Background: an optimization exercise with open tools, aiming at small area, a short achievable clock period and few clock cycles per item. Do not read the settings as production practice.
In this exercise RTL edits were held to simulation tests only and were not proved equivalent to the original.

==> pepper: inputs <==
// cordic_sincos_pipe
module cordic_sincos_pipe
#(
    parameter int unsigned WIDTH      = 22,
    parameter int unsigned ITERATIONS = 16,
    parameter int unsigned STAGES     = 8,
    parameter int unsigned TAG_W      = 4
) (
    input  logic             clk,
    input  logic             reset,
    input  logic             clk_en,
    input  logic             in_valid,
    output logic             in_ready,
    input  logic [31:0]      angle,
    input  logic [TAG_W-1:0] in_tag,
    output logic             out_valid,
    input  logic             out_ready,
    output logic [31:0]      sin_out,
    output logic [31:0]      cos_out,
    output logic             out_err,
    output logic [TAG_W-1:0] out_tag
);
    logic advance;
    assign advance  = clk_en & (~out_valid | out_ready);
    assign in_ready = advance & ~reset;
    logic [7:0]  e_a;
    logic [23:0] mag_a;
    logic        err_a, fold_a, d0_a, neg1_a;
    always_comb begin
        e_a   = angle[30:23];
        mag_a  = (e_a >= 8'd105 && e_a <= 8'd128) ? ({1'b1, angle[22:0]} >> 5'(8'd128 - e_a)) : 24'd0;
        err_a  = (e_a >= 8'd129) || (e_a == 8'd128 && angle[22:0] > 23'h490FDB);    
  ...
==> flow/config.mk <==
export PLATFORM = sky130hd
export DESIGN_NAME = cordic_sincos_pipe
export DESIGN_NICKNAME = cordic_sincos_pipe
export VERILOG_FILES = /design/flow/design.v
export SDC_FILE = /design/flow/constraint.sdc
export NUM_CORES = 4
export LEC_CHECK = 0
export ABC_AREA = 1
export CAP_MARGIN = 20
export CORE_MARGIN = 2
export CORE_UTILIZATION = 55
export CTS_BUF_LIST = sky130_fd_sc_hd__clkbuf_4 sky130_fd_sc_hd__clkbuf_8
export PLACE_DENSITY = 0.68
export SLEW_MARGIN = 20
==> flow/constraint.sdc <==
create_clock -name core_clock -period 18.0 [get_ports {clk}]
set_input_delay 3.6000 -clock core_clock [delete_from_list [all_inputs] [get_ports {clk}]]
set_output_delay 3.6000 -clock core_clock [all_outputs]
set_load 0.01 [all_outputs]
standard.sh (not shown) runs the stock make flow with config.mk's settings and CLKGATE_MAP_FILE= SYNTH_SCRIPT=/design/flow/synth_recipe.tcl, a recipe that flattens the netlist after the stock synthesis.
==> flow/flow/run.sh <==
#!/bin/bash
# Standard ORFS layout (the standard.sh, standard synthesis unchanged), with
# timing repair asked to leave more setup slack than the clock needs, so that
# the layout reaches a shorter achieved period, and the port buffers made from
# buf_2 instead of the default clkdlybuf4s50_1. The clock and constraints are
# the design's own (constraint.sdc is not touched); every port still gets a
# buffer.
set -euo pipefail
export BUFFER_PORTS_ARGS="-buffer_cell sky130_fd_sc_hd__buf_2"
bash standard.sh SETUP_SLACK_MARGIN=10.5 finish > run_standard.log 2>&1
==> raven: changes against pepper <==
--- a/flow/design.v
+++ b/flow/design.v
@@ -197,41 +197,43 @@
     end
     logic [23:0] z1w_s1;
     cs_addsub #(24) u_z1_s1 (.a(mag_r0), .b(k1_s1), .sub(1'b0), .s(z1w_s1));
     assign z1_s1 = z1w_s1[22:0];
     logic [21:0] z2_s1;
     assign z2_s1 = !z1_s1[22] ? 22'(z1_s1[21:0] - 22'd1944679) : 22'(z1_s1[21:0] + 22'd1944679);
     logic [20:0] z3_s1;
     assign z3_s1 = !z2_s1[21] ? 21'(z2_s1[20:0] - 21'd1027515) : 21'(z2_s1[20:0] + 21'd1027515);
+    logic [19:0] z4_s1;
+    assign z4_s1 = !z3_s1[20] ? 20'(z3_s1[19:0] - 20'd521583) : 20'(z3_s1[19:0] + 20'd521583);
     logic             v_r1, err_r1, neg_r1;
     logic [TAG_W-1:0] tag_r1;
     logic d0_r1;
     logic d1_r1;
     logic d2_r1;
-    logic [20:0] z_r1;
+    logic d3_r1;
+    logic [19:0] z_r1;
     always_ff @(posedge clk) begin
         if (reset)        v_r1 <= 1'b0;
         else if (advance) v_r1 <= v_r0;
         if (advance) begin
             err_r1 <= err_r0; neg_r1 <= neg_r0; tag_r1 <= tag_r0;
             d0_r1 <= d0_r0;
             d1_r1 <= !z1_s1[22];
             d2_r1 <= !z2_s1[21];
-            z_r1 <= z3_s1;
+            d3_r1 <= !z3_s1[20];
+            z_r1 <= z4_s1;
         end
     end
-    logic [19:0] z4_s2;
-    assign z4_s2 = !z_r1[20] ? 20'(z_r1[19:0] - 20'd521583) : 20'(z_r1[19:0] + 20'd521583);
     logic [18:0] z5_s2;
-    assign z5_s2 = !z4_s2[19] ? 19'(z4_s2[18:0] - 19'd261803) : 19'(z4_s2[18:0] + 19'd261803);
+    assign z5_s2 = !z_r1[19] ? 19'(z_r1[18:0] - 19'd261803) : 19'(z_r1[18:0] + 19'd261803);
     logic [17:0] z6_s2;
     assign z6_s2 = !z5_s2[18] ? 18'(z5_s2[17:0] - 18'd131029) : 18'(z5_s2[17:0] + 18'd131029);
     logic [5:0] dl_s2;
-    assign dl_s2 = {!z5_s2[18], !z4_s2[19], !z_r1[20], d2_r1, d1_r1, d0_r1};
+    assign dl_s2 = {!z5_s2[18], !z_r1[19], d3_r1, d2_r1, d1_r1, d0_r1};
     logic [23:0] x6_s2;
     logic [22:0] y6_s2;
     localparam logic [63:0] T_x6_s2_0 = 64'h53f40bee53f40bee;
     assign x6_s2[0] = T_x6_s2_0[dl_s2];
     localparam logic [63:0] T_x6_s2_1 = 64'h76a259b323ed54e6;
     assign x6_s2[1] = T_x6_s2_1[dl_s2];
     localparam logic [63:0] T_x6_s2_2 = 64'h4afda3e0c9e0ade5;
     assign x6_s2[2] = T_x6_s2_2[dl_s2];
==> results.cfg <==
[placement]
post-place-cells = 7941

[setup_path]
worstSetupEndpointType = primary output
regToRegEndpoint = z_r2[17]

[logic_synthesis]
netlist_area_um2 = 49300

[run_status]
outcome = finished clean
Source of the figures above: pepper

==> results.cfg <==
[logic_synthesis]
netlist_area_um2 = 48660

[cells_and_area]
final_area_um2 = 56010
buffers = 334

[setup_path]
regToRegEndpoint = y_r5[19]
worstSetupEndpointType = flip-flop

[floorplan]
start_util_pct = 55.32
die_area_um2 = 90870

[run_status]
outcome = finished clean

[clock_tree]
hold_buffers = 0
Source of the figures above: raven

Testbench counts of pepper, summed over its fixed seeds: cycles 32,056, items 32,000.
Testbench counts of raven, summed over its fixed seeds: cycles 32,056, items 32,000.

## port drivers added, routing unchanged
How much do the figures lean on ideal ports? The routed layouts below were timed once more, with nothing changed but the port constraints. Step 1 (the two cells are an assumption about what drives the block):
set clk [get_ports {clk}]
set_driving_cell -lib_cell sky130_fd_sc_hd__clkbuf_16 $clk
set_driving_cell -lib_cell sky130_fd_sc_hd__buf_2 [delete_from_list [all_inputs] $clk]
Step 2 also shifts input and output timing later by t, the mid clock arrival at the registers, as if the neighbouring blocks saw the same clock. a / b / c = no drivers / after step 1 / after step 2; a / b = the first two.
run | shift t [ns] | slack for setup (ns) | worst hold slack (ns) | worst setup path at the end
pepper | 0.752 | 10.400 / 10.368 / 10.361 | 0.378 / 0.378 / 0.378 | input to register
raven | 0.748 | 10.337 / 10.337 / 10.337 | 0.417 / 0.417 / 0.417 | register to register
After both steps setup and hold are still met in every run listed. For pepper, which loses most, drivers alone change the setup slack by -0.032 ns; drivers and shift together by -0.039 ns.
